This design comes from an exercise in tuning for small area, a short achievable clock period and few clock cycles per item on the open sky130 flow, not from production work. The RTL was checked by simulation tests, not by an equivalence proof against the original design. Power is estimated from default activity; no workload was simulated.

## design/flow/run.sh

```bash
#!/bin/bash
# synth_recipe.tcl (not shown) runs the flow's synth.tcl, then flattens the netlist and writes it again
# the make line also repeats each setting of config.mk as NAME=value (left out here)
make -C /OpenROAD-flow-scripts/flow DESIGN_CONFIG=/design/flow/config.mk WORK_HOME=/design/flow/orfs CLKGATE_MAP_FILE= SYNTH_SCRIPT=/design/flow/synth_recipe.tcl finish
```

## design/flow/config.mk

```make
export PLATFORM = sky130hd
export DESIGN_NAME = sync_nbank_fifo
export DESIGN_NICKNAME = sync_nbank_fifo
export VERILOG_FILES = /design/flow/design.v
export SDC_FILE = /design/flow/constraint.sdc
export NUM_CORES = 4
export LEC_CHECK = 0
export CAP_MARGIN = 20
export CORE_MARGIN = 2
export CORE_UTILIZATION = 55
export CTS_CLUSTER_DIAMETER = 100
export CTS_CLUSTER_SIZE = 30
export PLACE_DENSITY = 0.65
export SLEW_MARGIN = 20
```

## design/flow/constraint.sdc

```tcl
create_clock -name core_clock -period 6.5 [get_ports {clk}]
set_input_delay 1.3000 -clock core_clock [delete_from_list [all_inputs] [get_ports {clk}]]
set_output_delay 1.3000 -clock core_clock [all_outputs]
set_load 0.01 [all_outputs]
```

## design/flow/design.v

```verilog
package sync_nbank_fifo_pkg;
    localparam int NUM_RINGS = 16;
    localparam int RING_LEN  = 14;
endpackage
module sync_nbank_fifo #(
    parameter int DATA_WIDTH = 8,
    parameter int FIFO_DEPTH = 256,
    parameter int NUM_BANKS  = 2,
    parameter int AF_MARGIN  = 4,
    parameter int AE_MARGIN  = 4
) (
    input  logic                          clk,
    input  logic                          rstn,
    input  logic [DATA_WIDTH-1:0]         in_data,
    input  logic                          in_valid,
    output logic                          in_ready,
    output logic [DATA_WIDTH-1:0]         out_data,
    output logic                          out_valid,
    input  logic                          out_ready,
    input  logic                          clear,
    output logic [$clog2(FIFO_DEPTH):0]   count
);
    localparam int DW = DATA_WIDTH;
    localparam int NR = sync_nbank_fifo_pkg::NUM_RINGS;    
    localparam int RL = sync_nbank_fifo_pkg::RING_LEN;     
    localparam int CW = $clog2(FIFO_DEPTH) + 1;            
    if (FIFO_DEPTH != NR * (RL + 2) || NR != 16) begin : g_bad_cfg
        $error("sync_nbank_fifo: unsupported parameter set");
    end
    logic [3:0]    wring;
    logic [3:0]    wdist;
    logic [3:0]    rring;
    logic [3:0]    rdist;
    logic [NR-1:0] ov;           
    logic [NR-1:0] sv;           
    logic          in_ready_q;
    logic          out_valid_q;
    logic [NR*DW-1:0] onext;     
    logic [DW-1:0]    out_q;     
    logic [NR-1:0]    keep_s;    
    logic [NR-1:0]    ov_hold;   
    logic [NR-1:0]    ov_wr;     
    logic          wr_fire;
    logic          out_fire;
    logic          om0, om1;     
    logic          sm0, sm1;     
    logic [6:0]    heq;          
    logic          r_le_w;       
    logic [NR-1:0] ov_next;
    logic [NR-1:0] sv_next;
    logic [3:0]    rring_next;
    logic [3:0]    wring_next;
    logic [CW-1:0] count_next;
    function automatic logic [6:0] hflags(input logic [CW-1:0] c);
        hflags = {c[CW-1:4] == 5'd16, c[CW-1:4] == 5'd15, c[CW-1:4] == 5'd14,
                  c[CW-1:4] == 5'd13, c[CW-1:4] == 5'd2, c[CW-1:4] == 5'd1,
                  c[CW-1:4] == 5'd0};
    endfunction
    function automatic logic [3:0] seq_dec(input logic [3:0] s);
        seq_dec = (s == 4'd0) ? 4'(RL - 1) : s - 4'd1;
    endfunction
    assign in_ready  = in_ready_q;
    assign out_valid = out_valid_q;
    assign out_data  = out_q;
    assign wr_fire  = in_valid && in_ready_q && !clear;
    assign out_fire = out_valid_q && out_ready && !clear;
    assign om0     = (rdist == 4'd0);
    assign om1     = (rdist == 4'(RL - 1));
    assign sm0     = (wdist == 4'd0);
    assign sm1     = (wdist == 4'd1);
    assign r_le_w  = (rring <= wring);
    for (genvar r = 0; r < NR; r++) begin : g_ring
        logic [DW*RL-1:0] ring;      
        logic [DW-1:0]    s_q;
        logic [DW-1:0]    o_q;
        logic [DW-1:0]    tap;
        logic [DW-1:0]    tmux;      
        logic [DW-1:0]    o_d;
        logic             ge_r;      
        logic             lt_w;      
        logic             extra;     
        logic [1:0]       outs;      
        logic             rh_zero;
        logic             rh_full;
        logic             orow;      
        logic             srow;      
        logic             o_from_s;
        logic             flush;
        logic             consume;
        logic             wr_here;
        assign tap     = ring[(RL-1)*DW +: DW];
        assign ge_r    = (4'(r) >= rring);
        assign lt_w    = (4'(r) < wring);
        assign extra   = r_le_w ? (ge_r && lt_w) : (ge_r || lt_w);
        assign outs    = {ov[r] && sv[r], ov[r] ^ sv[r]};
        always_comb begin
            case ({extra, outs})
                3'b000:  begin rh_zero = heq[0]; rh_full = heq[4]; end
                3'b001:  begin rh_zero = heq[1]; rh_full = heq[5]; end
                3'b010:  begin rh_zero = heq[2]; rh_full = heq[6]; end
                3'b100:  begin rh_zero = 1'b0;   rh_full = heq[3]; end
                3'b101:  begin rh_zero = heq[0]; rh_full = heq[4]; end
                3'b110:  begin rh_zero = heq[1]; rh_full = heq[5]; end
                default: begin rh_zero = 1'b0;   rh_full = 1'b0;   end
            endcase
        end
        assign orow    = ge_r ? om0 : om1;
        assign srow    = lt_w ? sm0 : sm1;
        assign o_from_s = !ov[r] && rh_zero && sv[r];
        assign flush    = sv[r] && srow && !o_from_s && !(rh_full && ov[r]);
        assign consume  = out_fire && (rring == 4'(r));
        assign wr_here  = wr_fire && (wring == 4'(r));
        assign keep_s[r]  = sv[r] && !(flush || o_from_s);
        assign ov_hold[r] = ov[r] || (rh_zero ? sv[r] : orow);
        assign ov_wr[r]   = !ov[r] && rh_zero;
        always_comb begin
            if (ov[r])        ov_next[r] = !consume;
            else if (rh_zero) ov_next[r] = sv[r] || wr_here;
            else              ov_next[r] = orow;
            if (sv[r])        sv_next[r] = keep_s[r];
            else              sv_next[r] = wr_here && !ov_wr[r];
        end
        assign tmux   = flush ? s_q : tap;
        assign o_d    = ov[r] ? o_q : (rh_zero ? (sv[r] ? s_q : in_data) : tap);
        assign onext[r*DW +: DW] = o_d;
        always_ff @(posedge clk) begin
            ring[DW-1:0]     <= tmux;
            ring[DW*RL-1:DW] <= ring[DW*(RL-1)-1:0];
            if (!sv[r]) s_q <= in_data;
            o_q <= o_d;
        end
    end
    logic [3:0]    rring_p1;
    logic [3:0]    wring_p1;
    logic [CW-1:0] count_p1;
    logic [CW-1:0] count_m1;
    logic [6:0]    heq_p1;
    logic [6:0]    heq_m1;
    logic          ir_nw;        
    logic          ir_w;
    logic          ov_nr_nw;     
    logic          ov_nr_w;
    logic          ov_r_nw;
    logic          ov_r_w;
    assign rring_p1 = rring + 4'd1;
    assign wring_p1 = wring + 4'd1;
    assign count_p1 = count + CW'(1);
    assign count_m1 = count - CW'(1);
    assign heq_p1   = hflags(count_p1);
    assign heq_m1   = hflags(count_m1);
    assign ir_nw    = !keep_s[wring]    && (count != CW'(FIFO_DEPTH));
    assign ir_w     = !keep_s[wring_p1] && (count != CW'(FIFO_DEPTH - 1));
    assign ov_nr_nw = ov_hold[rring];
    assign ov_nr_w  = ov_hold[rring] || (ov_wr[rring] && wring == rring);
    assign ov_r_nw  = ov_hold[rring_p1];
    assign ov_r_w   = ov_hold[rring_p1] || (ov_wr[rring_p1] && wring == rring_p1);
    always_comb begin
        rring_next = out_fire ? rring_p1 : rring;
        wring_next = wr_fire ? wring_p1 : wring;
        count_next = count;
        case ({wr_fire, out_fire})
            2'b10:   count_next = count_p1;
            2'b01:   count_next = count_m1;
            default: ;
        endcase
    end
    always_ff @(posedge clk or negedge rstn) begin
        if (!rstn) begin
            wring       <= '0;
            wdist       <= '0;
            rring       <= '0;
            rdist       <= '0;
            count       <= '0;
            heq         <= 7'b1;
            ov          <= '0;
            sv          <= '0;
            in_ready_q  <= 1'b0;
            out_valid_q <= 1'b0;
        end else if (clear) begin
            wring       <= '0;
            wdist       <= '0;
            rring       <= '0;
            rdist       <= '0;
            count       <= '0;
            heq         <= 7'b1;
            ov          <= '0;
            sv          <= '0;
            in_ready_q  <= 1'b1;
            out_valid_q <= 1'b0;
        end else begin
            wring <= wring_next;
            if (!(wr_fire && wring == 4'd15)) wdist <= seq_dec(wdist);
            rring <= rring_next;
            if (!(out_fire && rring == 4'd15)) rdist <= seq_dec(rdist);
            count <= count_next;
            case ({wr_fire, out_fire})
                2'b10:   heq <= heq_p1;
                2'b01:   heq <= heq_m1;
                default: ;
            endcase
            ov    <= ov_next;
            sv    <= sv_next;
            in_ready_q <= wr_fire ? ir_w : ir_nw;
            case ({out_fire, wr_fire})
                2'b00:   out_valid_q <= ov_nr_nw;
                2'b01:   out_valid_q <= ov_nr_w;
                2'b10:   out_valid_q <= ov_r_nw;
                default: out_valid_q <= ov_r_w;
            endcase
        end
    end
    always_ff @(posedge clk) begin
        out_q <= onext[rring_next*DW +: DW];
    end
endmodule
```

==> results of run 1 <==
-- cells by family (layout without fill, tap and decap cells) --
| kind of cell | after synthesis | count (layout) | share of synthesized area (%) |
|---|---|---|---|
| flops | 2122 | 2122 | 74.5 |
| xor+xnor | 43 | 43 | 0.655 |
| compound gates | 663 | 663 | 8.08 |
| mux | 430 | 430 | 8.12 |
| fa+ha+maj | 61 | 61 | 1.32 |
| other cells | 0 | 6 | 0 |
| buf+inv | 235 | 257 | 1.71 |
| simple gates | 681 | 681 | 5.66 |
-- worst paths after layout --
kind / end / slack [ns] / cells past startpoint
setup / recovery: in_ready_q / 1.15 / 11
hold / removal: g_ring[9].ring[49] / 0.30 / 0
setup reg to reg: in_ready_q / 1.15 / 11
hold reg to reg: g_ring[9].ring[49] / 0.30 / 0
max in group asynchronous: out_valid_q / 4.89 / 2
min in group asynchronous: ov[1] / 0.47 / 1
-- sequential cells by signal, indices dropped and copies added, names as in the netlist --
signal,cells
g_ring.ring,1792
rdist,4
g_ring.s_q,128
wring,4
out_valid_q,1
g_ring.o_q,128
heq,7
sv,16
count,9
ov,16
wdist,4
out_q,8
in_ready_q,1
rring,4
-- layout make-up --
cell class / instances / area [sq um]
Inverter: 55 / 206
Multi-Input combinational cell: 1878 / 13700
Fill cell: 8180 / 42000
Sequential cell: 2122 / 42800
Clock buffer: 92 / 2160
Clock inverter: 13 / 219
Antenna cell: 6 / 15.0
Tap cell: 1380 / 1730
Timing Repair Buffer: 97 / 778
-- cell usage in the layout, fill, tap and decap left out, types with 11 or more instances in the layout --
master and count:
dfxtp_1 2056, nand2_1 284, mux2_2 262, o21ai_0 176
mux2i_1 163, nor2_1 119, a21oi_1 87, clkbuf_16 85
o211ai_1 83, buf_4 67, dfrtp_1 65, nor3_1 60
ha_1 59, inv_1 52, nand3_1 50, and3_1 30
o211a_1 27, clkdlybuf4s50_1 25, a211oi_1 24, xnor2_1 23
a311oi_1 22, a31oi_1 20, a22oi_1 20, o21a_1 19
o31ai_1 19, nor4_1 18, nand4_1 17, o2111ai_1 15
xor2_1 15, a21o_1 12, a221oi_1 12, or3_1 11
-- metal layers --
layer | global-route usage [%] | routed length [microns]
met1 | 34.0 | 60300
met2 | 33.8 | 52100
met4 | 8.62 | 4890
met3 | 3.38 | 6890
met5 | 0 | 0
-- through the flow --
step	cells	area, sq um
finish	5643	61700
global route	5637	61700
detailed placement	5532	59300
global placement	5532	59300
floorplan	4235	57500
CTS	5637	61700
-- power groups by stage --
stage                     clock, uW  combinational, uW  sequential (uW)
after floorplan                   0               2690            14100
after global placement            0               3810            14300
after detailed placement          0               3820            14400
after CTS                      6380               3840            14100
after global routing           6820               4130            14100
final                          6210               3890            14100
==> notes.md, run 1 <==
post-route ant nets 0; status complete, no violations; Period minus WS final 5.35 ns; Max Cap Viol 0; Via density 5.33; Synth Warn # 1; Critical Path End Type flip-flop; final setup vio count 0; crit-path cells ha_1 -> and4_1 -> nor2_4 -> o21ai_2 -> and3_1 -> o21ai_0 -> nand2_2 -> a2111oi_0 -> o211ai_1 -> nor4_1 -> a211oi_1; layout cells sized above 1 11.7%; FP Rows 118; max-slew violations 0; grt ovf 0; post-cts sizing count 0; vias 30100; cell area after synthesis 0.0575 sq mm; Die Span Y 327 microns; HP Class flip-flop to flip-flop; IO Count 32; Die X 327 microns; WL per Instance 22.0 microns; crit share post-route 82.4%; cells taking the most area after synthesis dfxtp_1 (72%), mux2_2 (5.1%), mux2i_1 (2.8%); Slowest Stage Delay on Critical Path 0.95 ns; syn avg cell area 13.6 sq um; Util after Layout 59.5%; GRT Overall Usage 22.9%; CTS tree yes; most frequent cell after synthesis dfxtp_1; hold_sp g_ring[9].ring[41]; Slew @ Worst Pin 1.25 ns; CTS buffer count 84; Placement Setup Slack 1.30 ns; largest area contributor in the netlist dfxtp_1; Synthesized Nets 4307; Post-CTS Hold Buffers 0; Setup Fix Bufs, Post-CTS 0; clock power share 25.7%; pin count of the biggest net entering global routing 61; sequential power share 58.2%; hold_ws 0.302 ns; CP delay by family, top simple AND/OR/NAND/NOR gates; Setup crit start wring[0]; First DRT Iteration DRCs 2722; CTS clock-pin slew for the worst setup and hold paths 0.10 ns; net switching power 6730 uW; Initial Util 55.5%; Net Sw Frac 27.9%; H-Tree Level Count 3; IO buf count 31; Setup Skew 0.0459 ns; pwr/cell area 392 mW/mm^2; final hold vios 0; #FFs+latches synth 2122; Worst EP required 7.06 ns; R2R Path Start wring[0]; Setup CP Type flip-flop to flip-flop; CP Max Fanout 21; Critical-path top delay cell dfrtp_1; area grow syn2layout 7.24%; RSZ-0062 raised after global routing false; Slew HR 16.0%; Core Region 0.104 sq mm; aggregate routed wire length 124000 microns; Final HPWL DP 84800 microns; asr flop ratio synth 3.11%; Unique masters post-synth 106; GP Congestion 0.979; Residual DRC 0; clk sinks 2122; Die ar. 0.107 sq mm; sequential area share after synthesis 74.5%; combinational power share 16.1%; EDFF count, synth 0; initial antenna violation count 5; Max Fclk 187 MHz; Max VDD drop 0.000313 V; final setup margin 1.15 ns; root buffer cell clkbuf_16; worst skew pair latency 0.72 ns; first-pass GRT wire length 182000 microns; Power Internal 17400 uW; WP data arrival 5.92 ns; vias in the first global route 28000; Synth top cells by count dfxtp_1 (2056), nand2_1 (284), mux2_2 (262); Pwr Total 24200 uW; CP startpoint kind flip-flop; Pre-antenna DRT Iters 6; leakage power 0.0245 uW; synthesized instance count 4235; CTS Buffer Depth 3; Worst Path Buf+Inv 0; top_reg_cell synth dfxtp_1; final setup TNS 0 ns; # nets final 4310; Synth top area share 71.6%
Testbench counts, summed over its fixed seeds: cycles 12,164, items 11,200.
==> run 2: changes to the inputs <==
--- a/design/flow/config.mk
+++ b/design/flow/config.mk
@@ -7,8 +7,6 @@
 export LEC_CHECK = 0
 export CAP_MARGIN = 20
 export CORE_MARGIN = 2
-export CORE_UTILIZATION = 55
-export CTS_CLUSTER_DIAMETER = 100
-export CTS_CLUSTER_SIZE = 30
-export PLACE_DENSITY = 0.65
+export CORE_UTILIZATION = 45
+export PLACE_DENSITY = 0.6
 export SLEW_MARGIN = 20
==> notes.md, run 2 <==
Placement Setup Slack 1.47 ns (+0.175 ns); Worst EP required 7.19 ns (+0.13 ns); Die X 361 microns (+10%); post-cts sizing count 0 (unchanged); final setup margin 1.46 ns (+0.309 ns); pin count of the biggest net entering global routing 76 (+25%); Unique masters post-synth 106 (unchanged); Period minus WS final 5.04 ns (-0.309 ns); asr flop ratio synth 3.11% (unchanged); CTS buffer count 189 (+130%); Slowest Stage Delay on Critical Path 0.76 ns (-0.19 ns); EDFF count, synth 0 (unchanged); aggregate routed wire length 127000 microns (+2.6%); final hold vios 0 (unchanged); Final HPWL DP 85800 microns (+1.1%); max-slew violations 0 (unchanged); CP startpoint kind flip-flop; layout cells sized above 1 15.8% (+4.1 points); register with the most flip-flops g_ring.ring; HP Class flip-flop to flip-flop; pwr/cell area 444 mW/mm^2 (+13%); Worst Path Buf+Inv 2 (+2); Setup Fix Bufs, Post-CTS 0 (unchanged); Final Instance Area 0.0664 sq mm (+7.6%); IO buf count 31 (unchanged); H-Tree Level Count 4 (+1); crit share post-route 77.6% (-4.7 points); # nets final 4410 (+2.3%); clk sinks 2122 (unchanged); CTS clock-pin slew for the worst setup and hold paths 0.06 ns (-0.04 ns); Residual DRC 0 (unchanged); Critical Path Most Common Cell o211ai_1; Setup CP Type flip-flop to flip-flop; most frequent cell after synthesis dfxtp_1; Util after Layout 52.2% (-7.3 points); RSZ-0062 raised after global routing false; IO Count 32 (unchanged); syn avg cell area 13.6 sq um (unchanged); GP Congestion 0.968 (-1.1%); root buffer cell clkbuf_16; placed cell area 0.0596 sq mm (+0.64%); Max VDD drop 0.000340 V (+8.8%); area grow syn2layout 15.4%; worst skew pair latency 0.83 ns (+0.11 ns); first-pass GRT wire length 189000 microns (+3.8%); commonest non-fill, non-tap cell in the layout dfxtp_1; Critical Path End Type flip-flop; synthesized instance count 4235 (unchanged); Synth Warn # 1 (unchanged); Critical-path top delay cell nor2_4; FP Rows 131 (+11%); GRT Overall Usage 19.5% (-3.4 points); Slew @ Worst Pin 1.11 ns (-0.140 ns); Die Span Y 361 microns (+10%); Pre-antenna DRT Iters 6 (unchanged); leakage power 0.0266 uW (+8.6%); First DRT Iteration DRCs 2345 (-14%); largest area contributor in the netlist dfxtp_1; CP delay by family, top simple AND/OR/NAND/NOR gates; Max Cap Viol 0 (unchanged); Largest regs g_ring.ring x1792, g_ring.o_q x128, g_ring.s_q x128; CP Max Fanout 24 (+14%); top_reg_cell synth dfxtp_1; initial antenna violation count 11 (+6); Die ar. 0.131 sq mm (+22%); Post-CTS Hold Buffers 0 (unchanged); max reg flops 1792 (unchanged); CTS tree yes; cell area after synthesis 0.0575 sq mm (unchanged); vias 30900 (+2.8%); CTS Buffer Depth 3 (unchanged); grt ovf 0 (unchanged); Initial Util 45.2% (-10 points); hold_ws 0.273 ns (-0.0296 ns); final setup TNS 0 ns (unchanged); Slew HR 25.6% (+9.6 points); vias in the first global route 29200 (+4.0%); post-route ant nets 0 (unchanged); cells taking the most area after synthesis dfxtp_1 (72%), mux2_2 (5.1%), mux2i_1 (2.8%); crit-path cells buf_4 -> inv_2 -> ha_1 -> and4_1 -> nor2_4 -> o21ai_1 -> o2111a_1 -> nor3_4 -> mux2i_1 -> o211ai_1 -> o211ai_1 -> and3_1 -> a211oi_1; Setup Skew 0.0548 ns (+0.00892 ns); most frequent cells in the layout dfxtp_1 (2056), nand2_1 (284), mux2_2 (262), clkbuf_16 (190), o21ai_0 (176); final setup vio count 0 (unchanged); Synthesized Nets 4307 (unchanged); Via density 5.02 (-5.8%); Synth top cells by count dfxtp_1 (2056), nand2_1 (284), mux2_2 (262); status complete, no violations; Synth top area share 71.6% (unchanged); WP data arrival 5.73 ns (-0.19 ns); #FFs+latches synth 2122 (unchanged); Core Region 0.127 sq mm (+23%); sequential area share after synthesis 74.5% (unchanged); Max Fclk 198 MHz (+6.1%); WL per Instance 20.7 microns (-5.9%)
## run 2: per-stage QoR
step / total power [uW] / instances
2_1_floorplan: 16800 / 4235
6_report: 29500 / 6158
3_3_place_gp: 18100 / 5807
4_1_cts: 29700 / 6157
3_5_place_dp: 18200 / 5809
5_1_grt: 30600 / 6157
## run 2: worst reg2reg max path: cells and delay by family (launching register included)
kind	cells	cell delay [ns]
compound gates	5	1.08
fa+ha+maj	1	0.38
buf+inv	2	0.51
flops	1	0.32
mux	1	0.36
simple gates	4	2.25
## run 2: cell families after synthesis
logic type	synth area share (%)
AND/OR/NAND/NOR	5.66
multiplexers	8.12
XOR/XNOR	0.655
buffers and inverters	1.71
adder cells (fa/ha/maj)	1.32
flip-flops	74.5
AO/OA/AOI/OAI	8.08
## run 2: per-layer routing
metal  up-vias  share of wire, %  track usage (%)
met5         -                 0                0
met4         0               3.5             7.48
met3       258               5.4             4.19
met1     14900                48             27.7
met2       861                43             29.0
li1      14900                 -                -
## run 2: where the power goes
part | switching, uW | leakage (uW) | internal (uW)
clock network | 4850 | 0.00328 | 6690
logic | 2440 | 0.00582 | 1380
registers | 515 | 0.0175 | 13600
total | 7810 | 0.0266 | 21700
## run 2: final cells by class
type	count	area, sq um
clock buffers	257	5380
inverters	55	206
flip-flops and latches	2122	42800
repair buffers	92	797
multi-input cells	1878	13700
diodes	1	2.50
clock inverters	91	1350
fillers	10700	60800
well taps	1662	2080
## run 2: final timing paths
check / start / end / slack, ns / depth (start not counted)
max: wring[2] / out_q[1] / 1.46 / 13
min: g_ring[9].ring[75] / g_ring[9].ring[83] / 0.27 / 0
max reg2reg: wring[2] / out_q[1] / 1.46 / 13
min reg2reg: g_ring[9].ring[75] / g_ring[9].ring[83] / 0.27 / 0
max in group asynchronous: rstn / heq[1] / 4.94 / 2
min in group asynchronous: rstn / sv[3] / 0.43 / 1

-- separate check: timing with driven ports --
In the flow no input, the clock included, has a driving cell. The finished layouts below were timed again as built, in two steps. Step 1 (the two cells are an assumption about what drives the block):
set clk [get_ports {clk}]
set_driving_cell -lib_cell sky130_fd_sc_hd__clkbuf_16 $clk
set_driving_cell -lib_cell sky130_fd_sc_hd__buf_2 [delete_from_list [all_inputs] $clk]
Step 2 times the ports against the registers' clock, not the clock port: input delays grow and output delays shrink by t, the midpoint of the rising clock arrivals with the driver on. Three values: ideal ports, drivers, drivers and shift; two values: the first two.
run | t (ns) | slack for setup (ns) | clock arrival spread, ns | worst slew at a driven data input, ns
run 1 | 0.772 | 1.147 / 1.147 / 1.147 | 0.047 / 0.047 | 0.07
run 2 | 0.887 | 1.455 / 1.455 / 1.447 | 0.067 / 0.067 | 0.04
After both steps setup and hold are still met in every run listed. For run 2, which loses most, drivers alone change the setup slack by 0.000 ns; drivers and shift together by -0.008 ns.
